This is an optimization exercise on Yosys and OpenROAD, whose aim is a short achievable clock period and few clock cycles per item, not a production implementation.
Only simulation tests tie the RTL to the original design; equivalence was not proved.

==> v12: inputs <==
==> flow/design.v (excerpt) <==
module huffman_tree_walk_decoder_top #(
  parameter int NODE_COUNT = 64
) (
  input  logic        clk,
  input  logic        rst,
  input  logic        cfg_valid,
  output logic        cfg_ready,
  input  logic [0:0]  cfg_reg_index,
  input  logic [31:0] cfg_wdata,
  input  logic        in_valid,
  output logic        in_ready,
  input  logic [1:0]  in_operation,
  input  logic [5:0]  in_node_addr,
  input  logic [5:0]  in_node_left,
  input  logic [5:0]  in_node_right,
  input  logic [7:0]  in_node_symbol,
  input  logic [7:0]  in_data_byte,
  output logic        out_valid,
  input  logic        out_ready,
  output logic [7:0]  out_symbol,
  output logic [31:0] out_output_count,
  output logic        out_last
);
make LEC_CHECK=0 CAP_MARGIN=20 CORE_MARGIN=2 CORE_UTILIZATION=50 PLACE_DENSITY=0.65 SETUP_SLACK_MARGIN=3.0 SLEW_MARGIN=20 finish   # period 6.0 ns
run.sh (not shown) runs the stock make flow with config.mk's settings and CLKGATE_MAP_FILE= SYNTH_SCRIPT=/design/flow/synth_recipe.tcl, a recipe that flattens the netlist after the stock synthesis.
==> v25: changes against v12 <==
--- a/flow/design.v
+++ b/flow/design.v
@@ -47,23 +47,22 @@
   logic              ctrl_v;
   logic [1:0]        ctrl_op;
   logic [5:0]        ctrl_addr, ctrl_l, ctrl_r;
   logic [7:0]        ctrl_s;
   logic              r_v;
   logic [7:0]        r_b;
-  logic              a_v, a_ph, a_full;
+  logic              a_v, a_full;
   logic [7:0]        a_b, a_n;
-  logic              d_v, d_h, d_full;
+  logic              d_v, d_full;
   logic [7:0]        d_b;
-  logic [4*8-1:0]    d_hi;
-  logic [4*16-1:0]   d_lo;
-  logic              l_v, l_h, l_full;
+  logic [8*8-1:0]    d_hi;
+  logic [8*16-1:0]   d_lo;
+  logic              l_v, l_full;
   logic [7:0]        l_b;
-  logic [4*RW-1:0]   l_raw;
-  logic [4*RW-1:0]   l_lo;           
-  logic [6*FW-1:0]   f_mem;          
+  logic [8*RW-1:0]   l_raw;
+  logic [8*FW-1:0]   f_mem;          
   logic [3:0]        f_cnt;
   logic [1:0]        sv;
   logic [15:0]       sb;
   logic [16*PW-1:0]  si;
   logic              fp;
   logic [3:0]        occ;
@@ -290,14 +289,14 @@
   assign ex_load    = x_load;
   assign ex_restart = x_restart;
   assign bld_restart = rst || ex_load || wr_root;
   logic ptrig, a_load, ctrl_vn, rf;
   logic [3:0] cap;
   logic       occ_lt_p1, occ_lt_0, occ_lt_m1, irdy_n;
-  assign ptrig  = r_v && !newbyte && !offered_q && !bld_busy && (!a_v || a_ph);
-  assign a_load = r_v && !bld_busy && (!a_v || a_ph) && (newbyte || ptrig);
+  assign ptrig  = r_v && !newbyte && !offered_q && !bld_busy;
+  assign a_load = r_v && !bld_busy && (newbyte || ptrig);
   assign rf     = !sv[fp] && (f_cnt != 4'd0);
   assign cap       = (bld_busy || bld_restart) ? 4'd1 : ((at_root && ok) ? 4'(CAPF) : 4'(CAPS));
   assign occ_lt_p1 = (occ + 4'd1) < cap;
   assign occ_lt_0  = occ < cap;
   assign occ_lt_m1 = (occ - 4'd1) < cap;
   always_comb begin
@@ -330,13 +329,13 @@
       ctrl_v      <= ctrl_vn;
       case ({acc_dec, free_cur})
         2'b10:   occ <= occ + 4'd1;
         2'b01:   occ <= occ - 4'd1;
         default: ;
       endcase
-      in_ready_q  <= !acc_ctl && !ctrl_vn && irdy_n && !acc_dec;
+      in_ready_q  <= !acc_ctl && !ctrl_vn && irdy_n;
       cfg_ready_q <= pipe_empty && !ctrl_v && !acc;
     end
     x_load    <= !rst && exec && (ctrl_op == 2'd0);
     x_restart <= !rst && exec && (ctrl_op == 2'd2);
     if (newctl) begin
       ctrl_op   <= c_op;
@@ -351,72 +350,65 @@
     end
   end
   always_ff @(posedge clk) begin
     if (rst) begin
       r_v   <= 1'b0;
       a_v   <= 1'b0;
-      a_ph  <= 1'b0;
       d_v   <= 1'b0;
       l_v   <= 1'b0;
       f_cnt <= '0;
       sv    <= '0;
       fp    <= 1'b0;
     end else begin
       r_v   <= newbyte ? 1'b1 : (a_load ? 1'b0 : r_v);
-      a_v   <= a_load || (a_v && !a_ph);
-      a_ph  <= !a_load && a_v && !a_ph;
+      a_v   <= a_load;
       d_v   <= a_v;
       l_v   <= d_v;
-      case ({l_v && l_h, rf})
+      case ({l_v, rf})
         2'b10:   f_cnt <= f_cnt + 4'd1;
         2'b01:   f_cnt <= f_cnt - 4'd1;
         default: ;
       endcase
       for (int s = 0; s < 2; s++) begin
         if (rf && (fp == 1'(s)))              sv[s] <= 1'b1;
         else if (free_cur && cs[s])           sv[s] <= 1'b0;
       end
       if (rf) fp <= !fp;
     end
     if (newbyte) r_b <= c_b;
-    if (a_load) begin
-      a_b    <= r_b;
-      a_n    <= newbyte ? c_b : 8'd0;
-      a_full <= newbyte;
-    end
+    a_b    <= r_b;
+    a_n    <= newbyte ? c_b : 8'd0;
+    a_full <= newbyte;
     d_b    <= a_b;
-    d_h    <= a_ph;
     d_full <= a_full;
-    for (int i = 0; i < 4; i++) begin
+    for (int i = 0; i < 8; i++) begin
       logic [15:0] s16;
       logic [6:0]  idx;
       s16 = {a_b, a_n};
-      idx = a_ph ? s16[11-i -: 7] : s16[15-i -: 7];
+      idx = s16[15-i -: 7];
       d_hi[i*8 +: 8]   <= 8'd1 << idx[6:4];
       d_lo[i*16 +: 16] <= 16'd1 << idx[3:0];
     end
     l_b    <= d_b;
-    l_h    <= d_h;
     l_full <= d_full;
-    if (l_v && !l_h) l_lo <= l_raw;
-    for (int i = 0; i < 4; i++) begin
+    for (int i = 0; i < 8; i++) begin
       logic [RW-1:0] e, g;
       e = '0;
       for (int h = 0; h < 8; h++) begin
         g = '0;
         for (int lo = 0; lo < 16; lo++) g = g | (rt[(h*16+lo)*RW +: RW] & {RW{d_lo[i*16 + lo]}});
         e = e | (g & {RW{d_hi[i*8 + h]}});
       end
       l_raw[i*RW +: RW] <= e;
     end
-    for (int k = 0; k < 6; k++) begin
+    for (int k = 0; k < 8; k++) begin
       if (rf) begin
-        if (4'(k + 1) < f_cnt)                         f_mem[k*FW +: FW] <= f_mem[(k+1)%6*FW +: FW];
-        else if (l_v && l_h && (4'(k + 1) == f_cnt))   f_mem[k*FW +: FW] <= {l_b, l_full, l_raw, l_lo};
+        if (4'(k + 1) < f_cnt)                     f_mem[k*FW +: FW] <= f_mem[(k+1)%8*FW +: FW];
+        else if (l_v && (4'(k + 1) == f_cnt))      f_mem[k*FW +: FW] <= {l_b, l_full, l_raw};
       end else begin
-        if (l_v && l_h && (4'(k) == f_cnt))            f_mem[k*FW +: FW] <= {l_b, l_full, l_raw, l_lo};
+        if (l_v && (4'(k) == f_cnt))               f_mem[k*FW +: FW] <= {l_b, l_full, l_raw};
       end
     end
     if (rf) begin
       logic [FW-1:0] h;
       h = f_mem[0 +: FW];
       for (int s = 0; s < 2; s++) begin
Settings changed: CORE_UTILIZATION 50 to 35, PLACE_DENSITY 0.65 to 0.55.
==> comparison <==
v25 died in global routing with GRT-0116. v12 aborted during global routing.
Between v25 and v12, the lower area after synthesis is in v12 (gap 17%, measured against v12).
In v25 the synthesized cell count is higher than in v12, by 26%.
Testbench counts of v12, summed over its fixed seeds: cycles 10,136, bytes 4,096.
Testbench counts of v25, summed over its fixed seeds: cycles 9,984, bytes 4,096.
